What follows belongs to an exercise in optimizing a design on an open flow for small area, a short achievable clock period and few clock cycles per item; a production flow would make more cautious choices. Where RTL was checked, it was by simulation tests only, not by an equivalence proof against the original. Power figures rest on the tool's default switching activity, not on a simulated workload.

==> module tomasulo_core, before the edit <==
module tomasulo_core #(
  parameter logic [31:0] REG_INIT = 32'd5
) (
  input  logic        GCLK,
  input  logic        rst,
  input  logic [31:0] inst,          
  input  logic        inst_valid,
  output logic        fetch_en,
  output logic        wb_valid,      
  output logic [31:0] wb_value,
  input  logic [3:0]  dbg_addr,
  output logic [31:0] dbg_data,
  output logic        dbg_pending,
  output logic        idle           
);
  logic [31:0] rf   [16];
  logic [15:0] wr_q;                 
  logic        halted;
  logic        take, issue;
  logic [3:0]  opc, dst, src1, src2;
  logic        e_valid;
  logic        e_mul, e_sub;
  logic [3:0]  e_dst;
  logic [31:0] e_a, e_b;
  logic [31:0] x_y;
  logic        w_valid;
  logic [3:0]  w_dst;
  logic [31:0] w_val;
  logic [31:0] rd_a, rd_b;
  assign opc  = inst[31:28];
  assign dst  = inst[27:24];
  assign src1 = inst[23:20];
  assign src2 = inst[19:16];
  assign fetch_en = !halted;
  assign take     = inst_valid && !halted;
  assign issue    = take && (opc != tomasulo_pkg::OP_HLT);
  function automatic logic [31:0] rf_read(input logic [3:0] r);
    logic [15:0] hit;
    rf_read = '0;
    for (int j = 0; j < 16; j++) begin
      hit[j] = (r == j[3:0]);
      rf_read = rf_read | ({32{hit[j] & wr_q[j]}} & rf[j]);
    end
    if (|(hit & ~wr_q)) rf_read = rf_read | REG_INIT;
  endfunction
  assign rd_a = (w_valid && w_dst == src1) ? w_val : rf_read(src1);
  assign rd_b = (w_valid && w_dst == src2) ? w_val : rf_read(src2);
  always_ff @(posedge GCLK) begin
    if (rst) begin
      halted  <= 1'b0;
      e_valid <= 1'b0;
      w_valid <= 1'b0;
      wr_q    <= '0;
    end else begin
      if (take && opc == tomasulo_pkg::OP_HLT) halted <= 1'b1;
      e_valid <= issue;
      w_valid <= e_valid;
      if (w_valid) wr_q[w_dst] <= 1'b1;
    end
  end
  always_ff @(posedge GCLK) begin
    e_mul <= (opc == tomasulo_pkg::OP_MUL);
    e_sub <= (opc == tomasulo_pkg::OP_SUB);
    e_dst <= dst;
    e_a   <= (e_valid && e_dst == src1) ? x_y : rd_a;
    e_b   <= (e_valid && e_dst == src2) ? x_y : rd_b;
    w_dst <= e_dst;
    w_val <= x_y;
    if (w_valid) rf[w_dst] <= w_val;
  end
  exec_unit u_exec (.is_mul(e_mul), .is_sub(e_sub), .a(e_a), .b(e_b), .y(x_y));
  assign wb_valid    = w_valid;
  assign wb_value    = w_val;
  assign idle        = !e_valid && !w_valid;
  assign dbg_data    = rf_read(dbg_addr);
  assign dbg_pending = (e_valid && e_dst == dbg_addr) || (w_valid && w_dst == dbg_addr);
endmodule
Settings: LEC_CHECK=0, CAP_MARGIN=20, CORE_MARGIN=2, CORE_UTILIZATION=50, CTS_CLUSTER_DIAMETER=100, CTS_CLUSTER_SIZE=24, SETUP_SLACK_MARGIN=5, SLEW_MARGIN=20; clock period 12.0 ns.
run.sh (not shown) runs the stock make flow with config.mk's settings and CLKGATE_MAP_FILE= SYNTH_SCRIPT=/design/flow/synth_recipe.tcl, a recipe that flattens the netlist after the stock synthesis.
Testbench counts at the start, summed over its fixed seeds: cycles 8,282, items 7,706.
Then changed:
--- a/flow/design.v
+++ b/flow/design.v
@@ -961,12 +961,16 @@
   logic [3:0]  w_dst;
   logic [31:0] w_val;
   logic [31:0] rd_a, rd_b;
+  logic [31:0] port_a, port_b;
+  logic [3:0]  addr_a, addr_b;
+  logic        r_pend;
+  logic [3:0]  r_src1, r_src2;
   assign opc  = inst[31:28];
   assign dst  = inst[27:24];
   assign src1 = inst[23:20];
   assign src2 = inst[19:16];
-  assign fetch_en = !halted;
-  assign take     = inst_valid && !halted;
+  assign fetch_en = !halted && !r_pend;
+  assign take     = inst_valid && fetch_en;
   assign issue    = take && (opc != tomasulo_pkg::OP_HLT);
   function automatic logic [31:0] rf_read(input logic [3:0] r);
     logic [15:0] hit;
@@ -977,25 +981,35 @@
     end
     if (|(hit & ~wr_q)) rf_read = rf_read | REG_INIT;
   endfunction
-  assign rd_a = (w_valid && w_dst == src1) ? w_val : rf_read(src1);
-  assign rd_b = (w_valid && w_dst == src2) ? w_val : rf_read(src2);
+  assign addr_a = idle ? dbg_addr : r_pend ? r_src1 : src1;
+  assign addr_b = r_pend ? r_src2 : src2;
+  assign port_a = rf_read(addr_a);
+  assign port_b = rf_read(addr_b);
+  assign rd_a = idle ? REG_INIT : (w_valid && w_dst == src1) ? w_val : port_a;
+  assign rd_b = (w_valid && w_dst == src2) ? w_val : port_b;
   always_ff @(posedge GCLK) begin
     if (rst) begin
       halted  <= 1'b0;
+      r_pend  <= 1'b0;
       e_valid <= 1'b0;
       w_valid <= 1'b0;
       wr_q    <= '0;
     end else begin
       if (take && opc == tomasulo_pkg::OP_HLT) halted <= 1'b1;
-      e_valid <= issue;
+      r_pend  <= issue && idle && wr_q[src1];
+      e_valid <= (issue && !(idle && wr_q[src1])) || r_pend;
       w_valid <= e_valid;
       if (w_valid) wr_q[w_dst] <= 1'b1;
     end
   end
   always_ff @(posedge GCLK) begin
-    e_mul <= (opc == tomasulo_pkg::OP_MUL);
-    e_sub <= (opc == tomasulo_pkg::OP_SUB);
-    e_dst <= dst;
+    if (!r_pend) begin
+      e_mul  <= (opc == tomasulo_pkg::OP_MUL);
+      e_sub  <= (opc == tomasulo_pkg::OP_SUB);
+      e_dst  <= dst;
+      r_src1 <= src1;
+      r_src2 <= src2;
+    end
     e_a   <= (e_valid && e_dst == src1) ? x_y : rd_a;
     e_b   <= (e_valid && e_dst == src2) ? x_y : rd_b;
     w_dst <= e_dst;
@@ -1005,8 +1019,8 @@
   exec_unit u_exec (.is_mul(e_mul), .is_sub(e_sub), .a(e_a), .b(e_b), .y(x_y));
   assign wb_valid    = w_valid;
   assign wb_value    = w_val;
-  assign idle        = !e_valid && !w_valid;
-  assign dbg_data    = rf_read(dbg_addr);
+  assign idle        = !e_valid && !w_valid && !r_pend;
+  assign dbg_data    = port_a;   
   assign dbg_pending = (e_valid && e_dst == dbg_addr) || (w_valid && w_dst == dbg_addr);
 endmodule
 `default_nettype wire
Outcome: The changed run produced a clean layout. Non-clock buffer count grows by 206. Power grows by about 2%. Setup slack got worse by 0.43 ns. Hold slack improved by 0.041 ns. Final cell count shrinks by about 3.3%. Synthesized cell count shrinks by 10%. Utilization grows by 3.8 points.
No functional check of the RTL was part of the second run of this note.

* * *

## main
Another version of the RTL of tomasulo_core (not shown whole).
Size in the first run: roughly 3,300 cells after synthesis, about 640 flip-flops, about 0.046 mm² of cells after synthesis.
==> module tomasulo_core, before the edit <==
module tomasulo_core #(
  parameter logic [31:0] REG_INIT = 32'd5
) (
  input  logic        GCLK,
  input  logic        rst,
  input  logic [31:0] inst,          
  input  logic        inst_valid,
  output logic        fetch_en,
  output logic        wb_valid,      
  output logic [31:0] wb_value,
  input  logic [3:0]  dbg_addr,
  output logic [31:0] dbg_data,
  output logic        dbg_pending,
  output logic        idle           
);
  logic [31:0] rf   [16];
  logic [15:0] wr_q;                 
  logic        halted;
  logic        take, issue;
  logic [3:0]  opc, dst, src1, src2;
  logic        e_valid;
  logic        e_mul, e_sub;
  logic [3:0]  e_dst;
  logic [31:0] e_a, e_b;
  logic        e_fa, e_fb;           
  logic [31:0] x_a, x_b, x_y;
  logic        w_valid;
  logic [3:0]  w_dst;
  logic [31:0] w_val;
  logic [31:0] rd_a, rd_b;
  assign opc  = inst[31:28];
  assign dst  = inst[27:24];
  assign src1 = inst[23:20];
  assign src2 = inst[19:16];
  assign fetch_en = !halted;
  assign take     = inst_valid && !halted;
  assign issue    = take && (opc != tomasulo_pkg::OP_HLT);
  function automatic logic [31:0] rf_read(input logic [3:0] r);
    rf_read = wr_q[r] ? rf[r] : REG_INIT;
  endfunction
  assign rd_a = (w_valid && w_dst == src1) ? w_val : rf_read(src1);
  assign rd_b = (w_valid && w_dst == src2) ? w_val : rf_read(src2);
  always_ff @(posedge GCLK) begin
    if (rst) begin
      halted  <= 1'b0;
      e_valid <= 1'b0;
      w_valid <= 1'b0;
      wr_q    <= '0;
    end else begin
      if (take && opc == tomasulo_pkg::OP_HLT) halted <= 1'b1;
      e_valid <= issue;
      w_valid <= e_valid;
      if (w_valid) wr_q[w_dst] <= 1'b1;
    end
  end
  always_ff @(posedge GCLK) begin
    e_mul <= (opc == tomasulo_pkg::OP_MUL);
    e_sub <= (opc == tomasulo_pkg::OP_SUB);
    e_dst <= dst;
    e_a   <= rd_a;
    e_b   <= rd_b;
    e_fa  <= e_valid && e_dst == src1;
    e_fb  <= e_valid && e_dst == src2;
    w_dst <= e_dst;
    w_val <= x_y;
    if (w_valid) rf[w_dst] <= w_val;
  end
  assign x_a = e_fa ? w_val : e_a;
  assign x_b = e_fb ? w_val : e_b;
  exec_unit u_exec (.is_mul(e_mul), .is_sub(e_sub), .a(x_a), .b(x_b), .y(x_y));
  assign wb_valid    = w_valid;
  assign wb_value    = w_val;
  assign idle        = !e_valid && !w_valid;
  assign dbg_data    = rf_read(dbg_addr);
  assign dbg_pending = (e_valid && e_dst == dbg_addr) || (w_valid && w_dst == dbg_addr);
endmodule
Settings: LEC_CHECK=0, CAP_MARGIN=20, CORE_MARGIN=2, CORE_UTILIZATION=40, SETUP_SLACK_MARGIN=5, SLEW_MARGIN=20; clock period 12.0 ns.
--- input diff main..the feature branch ---
--- a/flow/design.v
+++ b/flow/design.v
@@ -955,57 +955,72 @@
   logic        e_valid;
   logic        e_mul, e_sub;
   logic [3:0]  e_dst;
   logic [31:0] e_a, e_b;
-  logic        e_fa, e_fb;           
-  logic [31:0] x_a, x_b, x_y;
+  logic [31:0] x_y;
   logic        w_valid;
   logic [3:0]  w_dst;
   logic [31:0] w_val;
   logic [31:0] rd_a, rd_b;
+  logic [31:0] port_a, port_b;
+  logic [3:0]  addr_a, addr_b;
+  logic        r_pend;
+  logic [3:0]  r_src1, r_src2;
   assign opc  = inst[31:28];
   assign dst  = inst[27:24];
   assign src1 = inst[23:20];
   assign src2 = inst[19:16];
-  assign fetch_en = !halted;
-  assign take     = inst_valid && !halted;
+  assign fetch_en = !halted && !r_pend;
+  assign take     = inst_valid && fetch_en;
   assign issue    = take && (opc != tomasulo_pkg::OP_HLT);
   function automatic logic [31:0] rf_read(input logic [3:0] r);
-    rf_read = wr_q[r] ? rf[r] : REG_INIT;
+    logic [15:0] hit;
+    rf_read = '0;
+    for (int j = 0; j < 16; j++) begin
+      hit[j] = (r == j[3:0]);
+      rf_read = rf_read | ({32{hit[j] & wr_q[j]}} & rf[j]);
+    end
+    if (|(hit & ~wr_q)) rf_read = rf_read | REG_INIT;
   endfunction
-  assign rd_a = (w_valid && w_dst == src1) ? w_val : rf_read(src1);
-  assign rd_b = (w_valid && w_dst == src2) ? w_val : rf_read(src2);
+  assign addr_a = idle ? dbg_addr : r_pend ? r_src1 : src1;
+  assign addr_b = r_pend ? r_src2 : src2;
+  assign port_a = rf_read(addr_a);
+  assign port_b = rf_read(addr_b);
+  assign rd_a = (w_valid && w_dst == src1) ? w_val : port_a;
+  assign rd_b = (w_valid && w_dst == src2) ? w_val : port_b;
   always_ff @(posedge GCLK) begin
     if (rst) begin
       halted  <= 1'b0;
+      r_pend  <= 1'b0;
       e_valid <= 1'b0;
       w_valid <= 1'b0;
       wr_q    <= '0;
     end else begin
       if (take && opc == tomasulo_pkg::OP_HLT) halted <= 1'b1;
-      e_valid <= issue;
+      r_pend  <= issue && idle;
+      e_valid <= (issue && !idle) || r_pend;
       w_valid <= e_valid;
       if (w_valid) wr_q[w_dst] <= 1'b1;
     end
   end
   always_ff @(posedge GCLK) begin
-    e_mul <= (opc == tomasulo_pkg::OP_MUL);
-    e_sub <= (opc == tomasulo_pkg::OP_SUB);
-    e_dst <= dst;
-    e_a   <= rd_a;
-    e_b   <= rd_b;
-    e_fa  <= e_valid && e_dst == src1;
-    e_fb  <= e_valid && e_dst == src2;
+    if (!r_pend) begin
+      e_mul  <= (opc == tomasulo_pkg::OP_MUL);
+      e_sub  <= (opc == tomasulo_pkg::OP_SUB);
+      e_dst  <= dst;
+      r_src1 <= src1;
+      r_src2 <= src2;
+    end
+    e_a   <= (e_valid && e_dst == src1) ? x_y : rd_a;
+    e_b   <= (e_valid && e_dst == src2) ? x_y : rd_b;
     w_dst <= e_dst;
     w_val <= x_y;
     if (w_valid) rf[w_dst] <= w_val;
   end
-  assign x_a = e_fa ? w_val : e_a;
-  assign x_b = e_fb ? w_val : e_b;
-  exec_unit u_exec (.is_mul(e_mul), .is_sub(e_sub), .a(x_a), .b(x_b), .y(x_y));
+  exec_unit u_exec (.is_mul(e_mul), .is_sub(e_sub), .a(e_a), .b(e_b), .y(x_y));
   assign wb_valid    = w_valid;
   assign wb_value    = w_val;
-  assign idle        = !e_valid && !w_valid;
-  assign dbg_data    = rf_read(dbg_addr);
+  assign idle        = !e_valid && !w_valid && !r_pend;
+  assign dbg_data    = port_a;   
   assign dbg_pending = (e_valid && e_dst == dbg_addr) || (w_valid && w_dst == dbg_addr);
 endmodule
 `default_nettype wire
[summary]
Against main, the feature branch comes in 13% higher on layout inverter count without the clock tree.
Against main as the reference, the feature branch delivers a higher core utilization.
The feature branch: relative contribution of combinational cells to total power 8.6 points below main
The feature branch against main: average wire per standard cell now sits higher; total number of placement rows now sits lower; post-route total power now sits lower; biggest cell delay along the critical path now sits lower; post-route non-filler standard cell count now sits higher.
[compare] base=main new=the feature branch: flip-flop and latch count shows an increase of about 1.1%, cell count after synthesis shows an increase of 903, standard cell area after detailed placement shows a reduction of 0.0034 mm².
The feature branch finished every step from synthesis to the final layout, and the layout passed the timing, design-rule and antenna checks.
No functional check of the RTL was part of any run of this note.

* * *

yarrow:
Another version of the RTL of tomasulo_core (not shown whole).
Size in the first run: ~4,700 cells after synthesis, about 620 flip-flops, ~110 I/O pins, about 0.046 mm^2 of cells after synthesis.
==> module tomasulo_core, before the edit <==
module tomasulo_core #(
  parameter logic [31:0] REG_INIT = 32'd5
) (
  input  logic        GCLK,
  input  logic        rst,
  input  logic [31:0] inst,          
  input  logic        inst_valid,
  output logic        fetch_en,
  output logic        wb_valid,      
  output logic [31:0] wb_value,
  input  logic [3:0]  dbg_addr,
  output logic [31:0] dbg_data,
  output logic        dbg_pending,
  output logic        idle           
);
  logic [31:0] rf   [16];
  logic [15:0] rf_we;                
  logic [31:0] rf_wd;                
  logic        halted;
  logic        take, issue;
  logic [3:0]  opc, dst, src1, src2;
  logic        e_valid;
  logic        e_mul, e_sub;
  logic [3:0]  e_dst;
  logic [31:0] e_a, e_b;
  logic [31:0] x_y;
  logic        w_valid;
  logic [3:0]  w_dst;
  logic [31:0] w_val;
  logic [31:0] rd_a, rd_b;
  assign opc  = inst[31:28];
  assign dst  = inst[27:24];
  assign src1 = inst[23:20];
  assign src2 = inst[19:16];
  assign fetch_en = !halted;
  assign take     = inst_valid && !halted;
  assign issue    = take && (opc != tomasulo_pkg::OP_HLT);
  function automatic logic [31:0] rf_read(input logic [3:0] r);
    rf_read = '0;
    for (int j = 0; j < 16; j++) begin
      rf_read = rf_read | ({32{r == j[3:0]}} & rf[j]);
    end
  endfunction
  assign rd_a = (w_valid && w_dst == src1) ? w_val : rf_read(src1);
  assign rd_b = (w_valid && w_dst == src2) ? w_val : rf_read(src2);
  always_ff @(posedge GCLK) begin
    if (rst) begin
      halted  <= 1'b0;
      e_valid <= 1'b0;
      w_valid <= 1'b0;
    end else begin
      if (take && opc == tomasulo_pkg::OP_HLT) halted <= 1'b1;
      e_valid <= issue;
      w_valid <= e_valid;
    end
  end
  always_ff @(posedge GCLK) begin
    e_mul <= (opc == tomasulo_pkg::OP_MUL);
    e_sub <= (opc == tomasulo_pkg::OP_SUB);
    e_dst <= dst;
    e_a   <= (e_valid && e_dst == src1) ? x_y : rd_a;
    e_b   <= (e_valid && e_dst == src2) ? x_y : rd_b;
    w_dst <= e_dst;
    w_val <= x_y;
    for (int j = 0; j < 16; j++) begin
      if (rf_we[j]) rf[j] <= rf_wd;
    end
  end
  always_comb begin
    for (int j = 0; j < 16; j++) begin
      rf_we[j] = rst || (w_valid && w_dst == j[3:0]);
    end
    rf_wd = rst ? REG_INIT : w_val;
  end
  exec_unit u_exec (.is_mul(e_mul), .is_sub(e_sub), .a(e_a), .b(e_b), .y(x_y));
  assign wb_valid    = w_valid;
  assign wb_value    = w_val;
  assign idle        = !e_valid && !w_valid;
  assign dbg_data    = rf_read(dbg_addr);
  assign dbg_pending = (e_valid && e_dst == dbg_addr) || (w_valid && w_dst == dbg_addr);
endmodule
Settings: LEC_CHECK=0, CAP_MARGIN=20, CORE_MARGIN=2, CORE_UTILIZATION=40, SETUP_SLACK_MARGIN=5, SLEW_MARGIN=20; clock period 12.0 ns.
yarrow finished every stage and its layout cleared the timing, design-rule and antenna checks.
Changes in raven relative to yarrow:
--- a/flow/design.v
+++ b/flow/design.v
@@ -948,8 +948,7 @@
   output logic        idle           
 );
   logic [31:0] rf   [16];
-  logic [15:0] rf_we;                
-  logic [31:0] rf_wd;                
+  logic [15:0] wr_q;                 
   logic        halted;
   logic        take, issue;
   logic [3:0]  opc, dst, src1, src2;
@@ -962,55 +961,66 @@
   logic [3:0]  w_dst;
   logic [31:0] w_val;
   logic [31:0] rd_a, rd_b;
+  logic [31:0] port_a, port_b;
+  logic [3:0]  addr_a, addr_b;
+  logic        r_pend;
+  logic [3:0]  r_src1, r_src2;
   assign opc  = inst[31:28];
   assign dst  = inst[27:24];
   assign src1 = inst[23:20];
   assign src2 = inst[19:16];
-  assign fetch_en = !halted;
-  assign take     = inst_valid && !halted;
+  assign fetch_en = !halted && !r_pend;
+  assign take     = inst_valid && fetch_en;
   assign issue    = take && (opc != tomasulo_pkg::OP_HLT);
   function automatic logic [31:0] rf_read(input logic [3:0] r);
+    logic [15:0] hit;
     rf_read = '0;
     for (int j = 0; j < 16; j++) begin
-      rf_read = rf_read | ({32{r == j[3:0]}} & rf[j]);
+      hit[j] = (r == j[3:0]);
+      rf_read = rf_read | ({32{hit[j] & wr_q[j]}} & rf[j]);
     end
+    if (|(hit & ~wr_q)) rf_read = rf_read | REG_INIT;
   endfunction
-  assign rd_a = (w_valid && w_dst == src1) ? w_val : rf_read(src1);
-  assign rd_b = (w_valid && w_dst == src2) ? w_val : rf_read(src2);
+  assign addr_a = idle ? dbg_addr : r_pend ? r_src1 : src1;
+  assign addr_b = r_pend ? r_src2 : src2;
+  assign port_a = rf_read(addr_a);
+  assign port_b = rf_read(addr_b);
+  assign rd_a = idle ? REG_INIT : (w_valid && w_dst == src1) ? w_val : port_a;
+  assign rd_b = (w_valid && w_dst == src2) ? w_val : port_b;
   always_ff @(posedge GCLK) begin
     if (rst) begin
       halted  <= 1'b0;
+      r_pend  <= 1'b0;
       e_valid <= 1'b0;
       w_valid <= 1'b0;
+      wr_q    <= '0;
     end else begin
       if (take && opc == tomasulo_pkg::OP_HLT) halted <= 1'b1;
-      e_valid <= issue;
+      r_pend  <= issue && idle && wr_q[src1];
+      e_valid <= (issue && !(idle && wr_q[src1])) || r_pend;
       w_valid <= e_valid;
+      if (w_valid) wr_q[w_dst] <= 1'b1;
     end
   end
   always_ff @(posedge GCLK) begin
-    e_mul <= (opc == tomasulo_pkg::OP_MUL);
-    e_sub <= (opc == tomasulo_pkg::OP_SUB);
-    e_dst <= dst;
+    if (!r_pend) begin
+      e_mul  <= (opc == tomasulo_pkg::OP_MUL);
+      e_sub  <= (opc == tomasulo_pkg::OP_SUB);
+      e_dst  <= dst;
+      r_src1 <= src1;
+      r_src2 <= src2;
+    end
     e_a   <= (e_valid && e_dst == src1) ? x_y : rd_a;
     e_b   <= (e_valid && e_dst == src2) ? x_y : rd_b;
     w_dst <= e_dst;
     w_val <= x_y;
-    for (int j = 0; j < 16; j++) begin
-      if (rf_we[j]) rf[j] <= rf_wd;
-    end
-  end
-  always_comb begin
-    for (int j = 0; j < 16; j++) begin
-      rf_we[j] = rst || (w_valid && w_dst == j[3:0]);
-    end
-    rf_wd = rst ? REG_INIT : w_val;
+    if (w_valid) rf[w_dst] <= w_val;
   end
   exec_unit u_exec (.is_mul(e_mul), .is_sub(e_sub), .a(e_a), .b(e_b), .y(x_y));
   assign wb_valid    = w_valid;
   assign wb_value    = w_val;
-  assign idle        = !e_valid && !w_valid;
-  assign dbg_data    = rf_read(dbg_addr);
+  assign idle        = !e_valid && !w_valid && !r_pend;
+  assign dbg_data    = port_a;   
   assign dbg_pending = (e_valid && e_dst == dbg_addr) || (w_valid && w_dst == dbg_addr);
 endmodule
 `default_nettype wire
Notes after the runs:
- When raven is set beside yarrow, its fraction of standard cell area in multi-input logic turns out to be 5.3 points smaller.
- Of yarrow and raven, the higher met1 usage in global routing belongs to yarrow.
- Going from yarrow to raven, the critical-path maximum fanout was found to have gone down by 27.
- Summary of raven over yarrow: post-route cell area increased about 1%; total die area went down about 5.4%; static leakage increased about 1.6%; arrival time at the worst endpoint went up 0.46 ns.
- Number of cells on the worst hold path in raven vs yarrow: up 1
- Setup slack in raven is smaller than in yarrow.
- Critical path launch point: dbg_addr[0] -> yarrow, dbg_addr[3] -> raven
- raven vs. yarrow: fraction of layout cells with a size suffix above 1 rose 9.0 points, clock-buffer cell count rose about 25%, setup slack at placement fell 1.19 ns.
Function was not checked in any run of this note: the RTL went through the layout flow alone.

-- re-timing with driven ports --
The results above use ideal ports. As a check the final layouts listed here were re-extracted and re-timed, cells and wires unchanged.
Step 1 assumes that a clkbuf_16 drives the clock port and a buf_2 every other input.
Step 2 moves the port delays by t, midway between the first and last clock arrival at a register: inputs arrive t later, outputs are due t later. That takes back most of the time a late clock gives input paths.
Three values: no drivers, after step 1, after step 2; two values: the first two.
run | t (ns) | setup WS [ns] | worst data-port slew with drivers (ns)
the first run of note 1 | 0.716 | 5.011 / 4.986 / 4.986 | 0.03
the second run of note 1 | 0.708 | 4.582 / 4.523 / 3.951 | 0.06
main | 0.683 | 5.017 / 4.791 / 4.791 | 0.23
the feature branch | 0.738 | 4.566 / 4.562 / 3.855 | 0.05
yarrow | 0.689 | 4.974 / 4.812 / 4.812 | 0.15
raven | 0.684 | 4.505 / 4.455 / 4.352 | 0.06
After both steps setup and hold are still met in every run listed. For the feature branch, which loses most, drivers alone change the setup slack by -0.004 ns; drivers and shift together by -0.711 ns.
